From an optimization exercise on the open Yosys and OpenROAD flow, aimed at a short achievable clock period and few clock cycles; shortcuts taken in it are not production practice.
Only simulation tests tie the RTL to the original design; equivalence was not proved.

==> inputs of willow <==
==> flow/design.v <==
`timescale 1ns/1ps
`default_nettype none
package cache_pkg;
    localparam int words_per_line = 4;
    typedef logic [32-1:0]  word_t;
    typedef logic [(32 * 4)-1:0] block_t;
    typedef logic [30-1:0] proc_addr_t;
    typedef logic [28-1:0]  mem_addr_t;
    typedef enum logic [1:0] {
        st_idle       = 2'b00,
        st_write_back = 2'b01,
        st_refill     = 2'b10,
        st_unused     = 2'b11
    } cache_state_e;
endpackage
`default_nettype wire
`timescale 1ns/1ps
`default_nettype none
module cache_ctrl #(
    parameter int line_count = 8,
    parameter int tag_w      = 25
) (
    input  logic [line_count*tag_w-1:0]   tags,
    input  logic [line_count-1:0]         valid,
    input  cache_pkg::proc_addr_t         proc_addr,
    input  logic                          req,
    input  logic                          rd_q,
    input  logic                          wr_q,
    input  logic                          mem_ready,
    input  logic                          victim_dirty,
    input  cache_pkg::mem_addr_t          victim_addr,
    input  cache_pkg::mem_addr_t          wb_addr_q,
    output logic                          hit,
    output logic                          start_rd,
    output logic                          start_wr,
    output logic                          proc_stall,
    output logic                          mem_read,
    output logic                          mem_write,
    output cache_pkg::mem_addr_t          mem_addr
);
    localparam int index_w = $clog2(line_count);
    logic [index_w-1:0]    index;
    logic [tag_w-1:0]      tag;
    cache_pkg::mem_addr_t  block;
    logic [line_count-1:0] match;
    logic [line_count-1:0] line_sel;
    logic                  free;
    assign index = proc_addr[2 +: index_w];
    assign tag   = proc_addr[2 + index_w +: tag_w];
    assign block = proc_addr[30-1 -: 28];
    always_comb begin
        for (int i = 0; i < line_count; i++) begin
            match[i]    = valid[i] && (tags[i*tag_w +: tag_w] == tag);
            line_sel[i] = (index == i);
        end
    end
    assign hit = |(line_sel & match);
    assign free     = !rd_q && (!wr_q || mem_ready);
    assign start_rd = req && !hit && free;
    assign start_wr = rd_q && mem_ready && victim_dirty;
    assign proc_stall = !(hit || (rd_q && mem_ready));
    assign mem_read  = (rd_q && !mem_ready) || start_rd;
    assign mem_write = (wr_q && !mem_ready) || start_wr;
    assign mem_addr  = rd_q ? (mem_ready ? victim_addr : block)
                            : ((wr_q && !mem_ready) ? wb_addr_q : block);
endmodule
`default_nettype wire
`timescale 1ns/1ps
`default_nettype none
module cache_line_store #(
    parameter int line_count = 8
) (
    input  logic [line_count*(32 * 4)-1:0] data,
    input  cache_pkg::block_t                    mem_rdata,
    input  logic [$clog2(line_count)-1:0]        index,
    input  logic [1:0]                           offset,
    input  logic                                 rd_q,
    output cache_pkg::word_t                     proc_rdata
);
    localparam int word_w  = 32;
    localparam int words_n = line_count * cache_pkg::words_per_line;
    for (genvar b = 0; b < word_w; b++) begin : g_bit
        logic [words_n-1:0] bits;
        logic [3:0]         mem_bits;
        for (genvar k = 0; k < words_n; k++) begin : g_word
            assign bits[k] = data[k*word_w + b];
        end
        for (genvar w = 0; w < 4; w++) begin : g_mem
            assign mem_bits[w] = mem_rdata[w*word_w + b];
        end
        cache_read_bit #(
            .words_n (words_n)
        ) u_bit (
            .bits     (bits),
            .mem_bits (mem_bits),
            .sel      ({index, offset}),
            .rd_q     (rd_q),
            .q        (proc_rdata[b])
        );
    end
endmodule
module cache_read_bit #(
    parameter int words_n = 32
) (
    input  logic [words_n-1:0]         bits,
    input  logic [3:0]                 mem_bits,
    input  logic [$clog2(words_n)-1:0] sel,
    input  logic                       rd_q,
    output logic                       q
);
    assign q = rd_q ? mem_bits[sel[1:0]] : bits[sel];
endmodule
`default_nettype wire
`timescale 1ns/1ps
`default_nettype none
module cache_top #(
    parameter int line_count = 8
) (
    input  logic                  clk,
    input  logic                  rst_n,
    input  logic                  proc_read,
    input  logic                  proc_write,
    input  cache_pkg::proc_addr_t proc_addr,
    input  cache_pkg::word_t      proc_wdata,
    output logic                  proc_stall,
    output cache_pkg::word_t      proc_rdata,
    output logic                  mem_read,
    output logic                  mem_write,
    output cache_pkg::mem_addr_t  mem_addr,
    input  cache_pkg::block_t     mem_rdata,
    output cache_pkg::block_t     mem_wdata,
    input  logic                  mem_ready
);
    localparam int word_w   = 32;
    localparam int offset_w = $clog2(cache_pkg::words_per_line);
    localparam int index_w  = $clog2(line_count);
    localparam int tag_w    = 28 - index_w;
    cache_pkg::block_t     data_q [line_count];
    logic [tag_w-1:0]      tag_q  [line_count];
    logic [line_count-1:0] valid_q;
    logic [line_count-1:0] dirty_q;
    logic                  rd_q;
    logic                  wr_q;
    logic [index_w-1:0]    fill_index_q;
    cache_pkg::mem_addr_t  wb_addr_q;
    cache_pkg::block_t     wb_data_q;
    logic                  req;
    logic [offset_w-1:0]   offset;
    logic [index_w-1:0]    index;
    logic [tag_w-1:0]      tag;
    logic                  hit;
    logic                  start_rd;
    logic                  start_wr;
    logic                  fill;
    logic [line_count*tag_w-1:0]          tags_flat;
    logic [line_count*(32 * 4)-1:0] data_flat;
    assign req    = proc_read | proc_write;
    assign offset = proc_addr[offset_w-1:0];
    assign index  = proc_addr[offset_w +: index_w];
    assign tag    = proc_addr[offset_w + index_w +: tag_w];
    assign fill   = rd_q && mem_ready;
    always_comb begin
        for (int i = 0; i < line_count; i++) begin
            tags_flat[i*tag_w +: tag_w]                   = tag_q[i];
            data_flat[i*(32 * 4) +: (32 * 4)] = data_q[i];
        end
    end
    cache_ctrl #(
        .line_count (line_count),
        .tag_w      (tag_w)
    ) u_ctrl (
        .tags       (tags_flat),
        .valid      (valid_q),
        .proc_addr  (proc_addr),
        .req        (req),
        .rd_q       (rd_q),
        .wr_q       (wr_q),
        .mem_ready  (mem_ready),
        .victim_dirty (dirty_q[fill_index_q]),
        .victim_addr  ({tag_q[fill_index_q], fill_index_q}),
        .wb_addr_q  (wb_addr_q),
        .hit        (hit),
        .start_rd   (start_rd),
        .start_wr   (start_wr),
        .proc_stall (proc_stall),
        .mem_read   (mem_read),
        .mem_write  (mem_write),
        .mem_addr   (mem_addr)
    );
    cache_line_store #(
        .line_count (line_count)
    ) u_store (
        .data       (data_flat),
        .mem_rdata  (mem_rdata),
        .index      (index),
        .offset     (offset),
        .rd_q       (rd_q),
        .proc_rdata (proc_rdata)
    );
    assign mem_wdata = wr_q ? wb_data_q : data_q[fill_index_q];
    always_ff @(posedge clk or negedge rst_n) begin
        if (!rst_n) begin
            rd_q <= 1'b0;
            wr_q <= 1'b0;
        end else begin
            rd_q <= start_rd || (rd_q && !mem_ready);
            wr_q <= start_wr || (wr_q && !mem_ready);
        end
    end
    always_ff @(posedge clk) begin
        if (!rd_q) begin
            fill_index_q <= index;
        end
    end
    always_ff @(posedge clk) begin
        if (start_wr) begin
            wb_addr_q <= {tag_q[fill_index_q], fill_index_q};
            wb_data_q <= data_q[fill_index_q];
        end
    end
    logic              write_hit;
    cache_pkg::block_t fill_data;
    assign write_hit = proc_write && hit && !rd_q;
    always_comb begin
        fill_data = mem_rdata;
        if (proc_write) begin
            fill_data[offset*word_w +: word_w] = proc_wdata;
        end
    end
    always_ff @(posedge clk) begin
        if (fill) begin
            data_q[index] <= fill_data;
            tag_q[index]  <= tag;
        end else if (write_hit) begin
            data_q[index][offset*word_w +: word_w] <= proc_wdata;
        end
    end
    always_ff @(posedge clk or negedge rst_n) begin
        if (!rst_n) begin
            valid_q <= '0;
            dirty_q <= '0;
        end else if (fill) begin
            valid_q[index] <= 1'b1;
            dirty_q[index] <= proc_write;
        end else if (write_hit) begin
            dirty_q[index] <= 1'b1;
        end
    end
endmodule
`default_nettype wire
==> flow/flow/run.sh <==
#!/bin/bash
# The standard layout (standard.sh, its synthesis unchanged), with two
# changes to how cells are picked: repair may resize a cell into one of
# another footprint, and the ports are buffered with buf_4 cells instead of
# the slow delay buffers buffer_ports picks on its own. make's full output
# goes to flow_make.log; ORFS keeps each step's log under orfs/logs.
set -euo pipefail
bash standard.sh \
    MATCH_CELL_FOOTPRINT=0 \
    "BUFFER_PORTS_ARGS=-buffer_cell sky130_fd_sc_hd__buf_4" \
    finish > flow_make.log 2>&1
==> flow/standard.sh <==
#!/bin/bash
# synth_recipe.tcl (not shown) runs the flow's synth.tcl, then flattens the netlist and writes it again
# the make line also repeats each setting of config.mk as NAME=value (left out here)
make -C /OpenROAD-flow-scripts/flow DESIGN_CONFIG=/design/flow/config.mk WORK_HOME=/design/flow/orfs CLKGATE_MAP_FILE= SYNTH_SCRIPT=/design/flow/synth_recipe.tcl "${@:-finish}"
==> flow/config.mk <==
export PLATFORM = sky130hd
export DESIGN_NAME = cache_top
export DESIGN_NICKNAME = cache_top
export VERILOG_FILES = /design/flow/design.v
export SDC_FILE = /design/flow/constraint.sdc
export NUM_CORES = 4
export LEC_CHECK = 0
export CAP_MARGIN = 20
export CORE_MARGIN = 2
export CORE_UTILIZATION = 40
export SETUP_SLACK_MARGIN = 3.5
export SLEW_MARGIN = 20
export SYNTH_HIERARCHICAL = 1
==> flow/constraint.sdc <==
create_clock -name core_clock -period 8.0 [get_ports {clk}]
set_input_delay 1.6000 -clock core_clock [delete_from_list [all_inputs] [get_ports {clk}]]
set_output_delay 1.6000 -clock core_clock [all_outputs]
set_load 0.01 [all_outputs]
==> inputs of umber, as changes to willow <==
--- a/flow/design.v
+++ b/flow/design.v
@@ -22,13 +22,14 @@
 ) (
     input  logic [line_count*tag_w-1:0]   tags,
     input  logic [line_count-1:0]         valid,
+    input  logic [line_count-1:0]         dirty,
     input  cache_pkg::proc_addr_t         proc_addr,
     input  logic                          req,
     input  logic                          rd_q,
     input  logic                          wr_q,
     input  logic                          mem_ready,
-    input  logic                          victim_dirty,
-    input  cache_pkg::mem_addr_t          victim_addr,
+    input  logic                          wb_pend_q,
+    input  logic                          guess_hit_q,
     input  cache_pkg::mem_addr_t          wb_addr_q,
     output logic                          hit,
     output logic                          start_rd,
@@ -39,15 +40,62 @@
     output cache_pkg::mem_addr_t          mem_addr
 );
     localparam int index_w = $clog2(line_count);
-    logic [index_w-1:0]    index;
-    logic [tag_w-1:0]      tag;
-    cache_pkg::mem_addr_t  block;
+    logic rd_wait;
+    logic rd_if_miss;
+    logic fill;
+    logic addr_wb;
+    cache_hit #(
+        .line_count (line_count),
+        .tag_w      (tag_w)
+    ) u_hit (
+        .tags  (tags),
+        .valid (valid),
+        .index (proc_addr[2 +: index_w]),
+        .tag   (proc_addr[2 + index_w +: tag_w]),
+        .hit   (hit)
+    );
+    cache_req #(
+        .line_count (line_count)
+    ) u_req (
+        .dirty       (dirty),
+        .index       (proc_addr[2 +: index_w]),
+        .req         (req),
+        .rd_q        (rd_q),
+        .wr_q        (wr_q),
+        .mem_ready   (mem_ready),
+        .wb_pend_q   (wb_pend_q),
+        .guess_hit_q (guess_hit_q),
+        .rd_wait     (rd_wait),
+        .rd_if_miss  (rd_if_miss),
+        .fill        (fill),
+        .start_wr    (start_wr),
+        .mem_write   (mem_write),
+        .addr_wb     (addr_wb)
+    );
+    cache_req_late u_late (
+        .hit        (hit),
+        .rd_wait    (rd_wait),
+        .rd_if_miss (rd_if_miss),
+        .fill       (fill),
+        .start_rd   (start_rd),
+        .proc_stall (proc_stall),
+        .mem_read   (mem_read)
+    );
+    assign mem_addr = addr_wb ? wb_addr_q
+                              : proc_addr[30-1 -: 28];
+endmodule
+module cache_hit #(
+    parameter int line_count = 8,
+    parameter int tag_w      = 25
+) (
+    input  logic [line_count*tag_w-1:0]   tags,
+    input  logic [line_count-1:0]         valid,
+    input  logic [$clog2(line_count)-1:0] index,
+    input  logic [tag_w-1:0]              tag,
+    output logic                          hit
+);
     logic [line_count-1:0] match;
     logic [line_count-1:0] line_sel;
-    logic                  free;
-    assign index = proc_addr[2 +: index_w];
-    assign tag   = proc_addr[2 + index_w +: tag_w];
-    assign block = proc_addr[30-1 -: 28];
     always_comb begin
         for (int i = 0; i < line_count; i++) begin
             match[i]    = valid[i] && (tags[i*tag_w +: tag_w] == tag);
@@ -55,14 +103,48 @@
         end
     end
     assign hit = |(line_sel & match);
-    assign free     = !rd_q && (!wr_q || mem_ready);
-    assign start_rd = req && !hit && free;
-    assign start_wr = rd_q && mem_ready && victim_dirty;
-    assign proc_stall = !(hit || (rd_q && mem_ready));
-    assign mem_read  = (rd_q && !mem_ready) || start_rd;
-    assign mem_write = (wr_q && !mem_ready) || start_wr;
-    assign mem_addr  = rd_q ? (mem_ready ? victim_addr : block)
-                            : ((wr_q && !mem_ready) ? wb_addr_q : block);
+endmodule
+module cache_req #(
+    parameter int line_count = 8
+) (
+    input  logic [line_count-1:0]         dirty,
+    input  logic [$clog2(line_count)-1:0] index,
+    input  logic                          req,
+    input  logic                          rd_q,
+    input  logic                          wr_q,
+    input  logic                          mem_ready,
+    input  logic                          wb_pend_q,
+    input  logic                          guess_hit_q,
+    output logic                          rd_wait,
+    output logic                          rd_if_miss,
+    output logic                          fill,
+    output logic                          start_wr,
+    output logic                          mem_write,
+    output logic                          addr_wb
+);
+    logic free;
+    logic wb_first;
+    assign free = !rd_q && (!wr_q || mem_ready);
+    assign wb_first = !req || guess_hit_q || dirty[index];
+    assign rd_wait    = rd_q && !mem_ready;
+    assign rd_if_miss = req && free && !(wb_pend_q && wb_first);
+    assign fill       = rd_q && mem_ready;
+    assign start_wr   = free && wb_pend_q && wb_first;
+    assign mem_write  = (wr_q && !mem_ready) || start_wr;
+    assign addr_wb    = (wr_q && !mem_ready) || start_wr;
+endmodule
+module cache_req_late (
+    input  logic hit,
+    input  logic rd_wait,
+    input  logic rd_if_miss,
+    input  logic fill,
+    output logic start_rd,
+    output logic proc_stall,
+    output logic mem_read
+);
+    assign start_rd = rd_if_miss && !hit;
+    assign mem_read = rd_wait || start_rd;
+    assign proc_stall = !(hit || fill);
 endmodule
 `default_nettype wire
 `timescale 1ns/1ps
@@ -142,6 +224,9 @@
     logic                  rd_q;
     logic                  wr_q;
     logic [index_w-1:0]    fill_index_q;
+    logic                  fill_fwd_q;
+    logic                  guess_hit_q;
+    logic                  wb_pend_q;
     cache_pkg::mem_addr_t  wb_addr_q;
     cache_pkg::block_t     wb_data_q;
     logic                  req;
@@ -152,6 +237,7 @@
     logic                  start_rd;
     logic                  start_wr;
     logic                  fill;
+    cache_pkg::block_t     fill_block;
     logic [line_count*tag_w-1:0]          tags_flat;
     logic [line_count*(32 * 4)-1:0] data_flat;
     assign req    = proc_read | proc_write;
@@ -171,13 +257,14 @@
     ) u_ctrl (
         .tags       (tags_flat),
         .valid      (valid_q),
+        .dirty      (dirty_q),
         .proc_addr  (proc_addr),
         .req        (req),
         .rd_q       (rd_q),
         .wr_q       (wr_q),
         .mem_ready  (mem_ready),
-        .victim_dirty (dirty_q[fill_index_q]),
-        .victim_addr  ({tag_q[fill_index_q], fill_index_q}),
+        .wb_pend_q  (wb_pend_q),
+        .guess_hit_q (guess_hit_q),
         .wb_addr_q  (wb_addr_q),
         .hit        (hit),
         .start_rd   (start_rd),
@@ -191,29 +278,40 @@
         .line_count (line_count)
     ) u_store (
         .data       (data_flat),
-        .mem_rdata  (mem_rdata),
+        .mem_rdata  (fill_block),
         .index      (index),
         .offset     (offset),
         .rd_q       (rd_q),
         .proc_rdata (proc_rdata)
     );
-    assign mem_wdata = wr_q ? wb_data_q : data_q[fill_index_q];
+    assign mem_wdata = wb_data_q;
+    assign fill_block = fill_fwd_q ? wb_data_q : mem_rdata;
     always_ff @(posedge clk or negedge rst_n) begin
         if (!rst_n) begin
-            rd_q <= 1'b0;
-            wr_q <= 1'b0;
+            rd_q      <= 1'b0;
+            wr_q      <= 1'b0;
+            wb_pend_q <= 1'b0;
         end else begin
-            rd_q <= start_rd || (rd_q && !mem_ready);
-            wr_q <= start_wr || (wr_q && !mem_ready);
+            rd_q      <= start_rd || (rd_q && !mem_ready);
+            wr_q      <= start_wr || (wr_q && !mem_ready);
+            wb_pend_q <= (wb_pend_q && !start_wr) || (fill && dirty_q[fill_index_q]);
+        end
+    end
+    always_ff @(posedge clk or negedge rst_n) begin
+        if (!rst_n) begin
+            guess_hit_q <= 1'b0;
+        end else if (req && !proc_stall) begin
+            guess_hit_q <= (offset != 2'd3);
         end
     end
     always_ff @(posedge clk) begin
         if (!rd_q) begin
             fill_index_q <= index;
+            fill_fwd_q   <= wb_pend_q && (wb_addr_q == proc_addr[30-1 -: 28]);
         end
     end
     always_ff @(posedge clk) begin
-        if (start_wr) begin
+        if (fill && dirty_q[fill_index_q]) begin
             wb_addr_q <= {tag_q[fill_index_q], fill_index_q};
             wb_data_q <= data_q[fill_index_q];
         end
@@ -222,7 +320,7 @@
     cache_pkg::block_t fill_data;
     assign write_hit = proc_write && hit && !rd_q;
     always_comb begin
-        fill_data = mem_rdata;
+        fill_data = fill_block;
         if (proc_write) begin
             fill_data[offset*word_w +: word_w] = proc_wdata;
         end
==> inputs of raven, as changes to willow <==
--- a/flow/design.v
+++ b/flow/design.v
@@ -22,13 +22,13 @@
 ) (
     input  logic [line_count*tag_w-1:0]   tags,
     input  logic [line_count-1:0]         valid,
+    input  logic [line_count-1:0]         dirty,
     input  cache_pkg::proc_addr_t         proc_addr,
     input  logic                          req,
     input  logic                          rd_q,
     input  logic                          wr_q,
     input  logic                          mem_ready,
-    input  logic                          victim_dirty,
-    input  cache_pkg::mem_addr_t          victim_addr,
+    input  logic                          wb_pend_q,
     input  cache_pkg::mem_addr_t          wb_addr_q,
     output logic                          hit,
     output logic                          start_rd,
@@ -45,6 +45,7 @@
     logic [line_count-1:0] match;
     logic [line_count-1:0] line_sel;
     logic                  free;
+    logic                  wb_block;
     assign index = proc_addr[2 +: index_w];
     assign tag   = proc_addr[2 + index_w +: tag_w];
     assign block = proc_addr[30-1 -: 28];
@@ -56,13 +57,13 @@
     end
     assign hit = |(line_sel & match);
     assign free     = !rd_q && (!wr_q || mem_ready);
-    assign start_rd = req && !hit && free;
-    assign start_wr = rd_q && mem_ready && victim_dirty;
+    assign wb_block = wb_pend_q && (|(line_sel & dirty) || wb_addr_q == block);
+    assign start_rd = req && !hit && free && !wb_block;
+    assign start_wr = free && wb_pend_q && !start_rd;
     assign proc_stall = !(hit || (rd_q && mem_ready));
     assign mem_read  = (rd_q && !mem_ready) || start_rd;
     assign mem_write = (wr_q && !mem_ready) || start_wr;
-    assign mem_addr  = rd_q ? (mem_ready ? victim_addr : block)
-                            : ((wr_q && !mem_ready) ? wb_addr_q : block);
+    assign mem_addr  = ((wr_q && !mem_ready) || start_wr) ? wb_addr_q : block;
 endmodule
 `default_nettype wire
 `timescale 1ns/1ps
@@ -77,38 +78,9 @@
     input  logic                                 rd_q,
     output cache_pkg::word_t                     proc_rdata
 );
-    localparam int word_w  = 32;
-    localparam int words_n = line_count * cache_pkg::words_per_line;
-    for (genvar b = 0; b < word_w; b++) begin : g_bit
-        logic [words_n-1:0] bits;
-        logic [3:0]         mem_bits;
-        for (genvar k = 0; k < words_n; k++) begin : g_word
-            assign bits[k] = data[k*word_w + b];
-        end
-        for (genvar w = 0; w < 4; w++) begin : g_mem
-            assign mem_bits[w] = mem_rdata[w*word_w + b];
-        end
-        cache_read_bit #(
-            .words_n (words_n)
-        ) u_bit (
-            .bits     (bits),
-            .mem_bits (mem_bits),
-            .sel      ({index, offset}),
-            .rd_q     (rd_q),
-            .q        (proc_rdata[b])
-        );
-    end
-endmodule
-module cache_read_bit #(
-    parameter int words_n = 32
-) (
-    input  logic [words_n-1:0]         bits,
-    input  logic [3:0]                 mem_bits,
-    input  logic [$clog2(words_n)-1:0] sel,
-    input  logic                       rd_q,
-    output logic                       q
-);
-    assign q = rd_q ? mem_bits[sel[1:0]] : bits[sel];
+    localparam int word_w = 32;
+    assign proc_rdata = rd_q ? mem_rdata[offset*word_w +: word_w]
+                             : data[index*(32 * 4) + offset*word_w +: word_w];
 endmodule
 `default_nettype wire
 `timescale 1ns/1ps
@@ -142,6 +114,7 @@
     logic                  rd_q;
     logic                  wr_q;
     logic [index_w-1:0]    fill_index_q;
+    logic                  wb_pend_q;
     cache_pkg::mem_addr_t  wb_addr_q;
     cache_pkg::block_t     wb_data_q;
     logic                  req;
@@ -171,13 +144,13 @@
     ) u_ctrl (
         .tags       (tags_flat),
         .valid      (valid_q),
+        .dirty      (dirty_q),
         .proc_addr  (proc_addr),
         .req        (req),
         .rd_q       (rd_q),
         .wr_q       (wr_q),
         .mem_ready  (mem_ready),
-        .victim_dirty (dirty_q[fill_index_q]),
-        .victim_addr  ({tag_q[fill_index_q], fill_index_q}),
+        .wb_pend_q  (wb_pend_q),
         .wb_addr_q  (wb_addr_q),
         .hit        (hit),
         .start_rd   (start_rd),
@@ -197,14 +170,16 @@
         .rd_q       (rd_q),
         .proc_rdata (proc_rdata)
     );
-    assign mem_wdata = wr_q ? wb_data_q : data_q[fill_index_q];
+    assign mem_wdata = wb_data_q;
     always_ff @(posedge clk or negedge rst_n) begin
         if (!rst_n) begin
-            rd_q <= 1'b0;
-            wr_q <= 1'b0;
+            rd_q      <= 1'b0;
+            wr_q      <= 1'b0;
+            wb_pend_q <= 1'b0;
         end else begin
-            rd_q <= start_rd || (rd_q && !mem_ready);
-            wr_q <= start_wr || (wr_q && !mem_ready);
+            rd_q      <= start_rd || (rd_q && !mem_ready);
+            wr_q      <= start_wr || (wr_q && !mem_ready);
+            wb_pend_q <= (wb_pend_q && !start_wr) || (fill && dirty_q[fill_index_q]);
         end
     end
     always_ff @(posedge clk) begin
@@ -213,7 +188,7 @@
         end
     end
     always_ff @(posedge clk) begin
-        if (start_wr) begin
+        if (fill && dirty_q[fill_index_q]) begin
             wb_addr_q <= {tag_q[fill_index_q], fill_index_q};
             wb_data_q <= data_q[fill_index_q];
         end
==> impl_metrics.toml <==
[min_path]
worstHoldEndpoint = "valid_q[3]$_DFFE_PN0P_"

[yosys]
async_flop_share_pct = 1.355
netlist-cell-type-count = 65
synthesis.yosys.warnings = 33
ys_seq_elements = 1402

[setup_path]
cpPeakStageDelay_ns = 0.50

[run_status]
status = "no timing/DRC/antenna violations"

[cells_and_area]
stdcell_count = 7344

[power]
power.clock.total_w = 0.00740

[clock_tree]
clock_sinks = 1402

[drt]
detail_route.wirelength.met1_mm = 106.5
-- figures above: raven

==> impl_metrics.toml <==
[yosys]
netlist-cell-type-count = 61
ys_seq_elements = 1404
synthesis.yosys.warnings = 33

[cells_and_area]
stdcell_count = 7630

[clock_tree]
clock_sinks = 1404

[min_path]
worstHoldEndpoint = "valid_q[1]$_DFFE_PN0P_"

[setup_path]
cpPeakStageDelay_ns = 0.44

[run_status]
status = "no timing/DRC/antenna violations"
-- figures above: umber

==> impl_metrics.toml <==
[run_status]
status = "no timing/DRC/antenna violations"

[cells_and_area]
antenna-diode-count = 9
stdcell_count = 8310

[drt]
detail_route.wirelength.met1_mm = 119.3
drcViolationCount = 0

[yosys]
synthesis.yosys.warnings = 8
async_flop_share_pct = 1.282
ys_seq_elements = 1404
netlist-cell-type-count = 59

[setup_path]
cpPeakStageDelay_ns = 0.32

[power]
power.clock.total_w = 0.00725
-- figures above: willow

Testbench counts of willow, summed over its fixed seeds: cycles 66,203.
Testbench counts of umber, summed over its fixed seeds: cycles 65,414.
Testbench counts of raven, summed over its fixed seeds: cycles 64,178.

afterwards: timing with drivers on the ports:
How much do the figures lean on ideal ports? The routed layouts below were timed once more, with nothing changed but the port constraints.
Step 1: set_driving_cell puts a clkbuf_16 on clk and a buf_2 on each other input, an assumption about the parent block.
Step 2 moves the port delays by t, midway between the first and last clock arrival at a register: inputs arrive t later, outputs are due t later. That takes back most of the time a late clock gives input paths.
Slacks: no drivers / after step 1 / after step 2; pairs: no drivers / after step 1.
run	t, ns	slack for setup (ns)	worst hold slack (ns)	latest minus earliest clock arrival (ns)	cell pins on the clock port's net
willow	0.913	2.987 / 2.393 / 2.037	0.487 / 0.487 / 0.487	0.043 / 0.042	1
umber	0.869	3.008 / 2.270 / 2.270	0.482 / 0.482 / 0.482	0.048 / 0.048	1
raven	0.911	2.638 / 2.379 / 2.357	0.478 / 0.478 / 0.478	0.068 / 0.067	1
After both steps every run listed still meets setup and hold. For willow, which loses most, drivers alone change the setup slack by -0.594 ns; drivers and shift together by -0.950 ns.
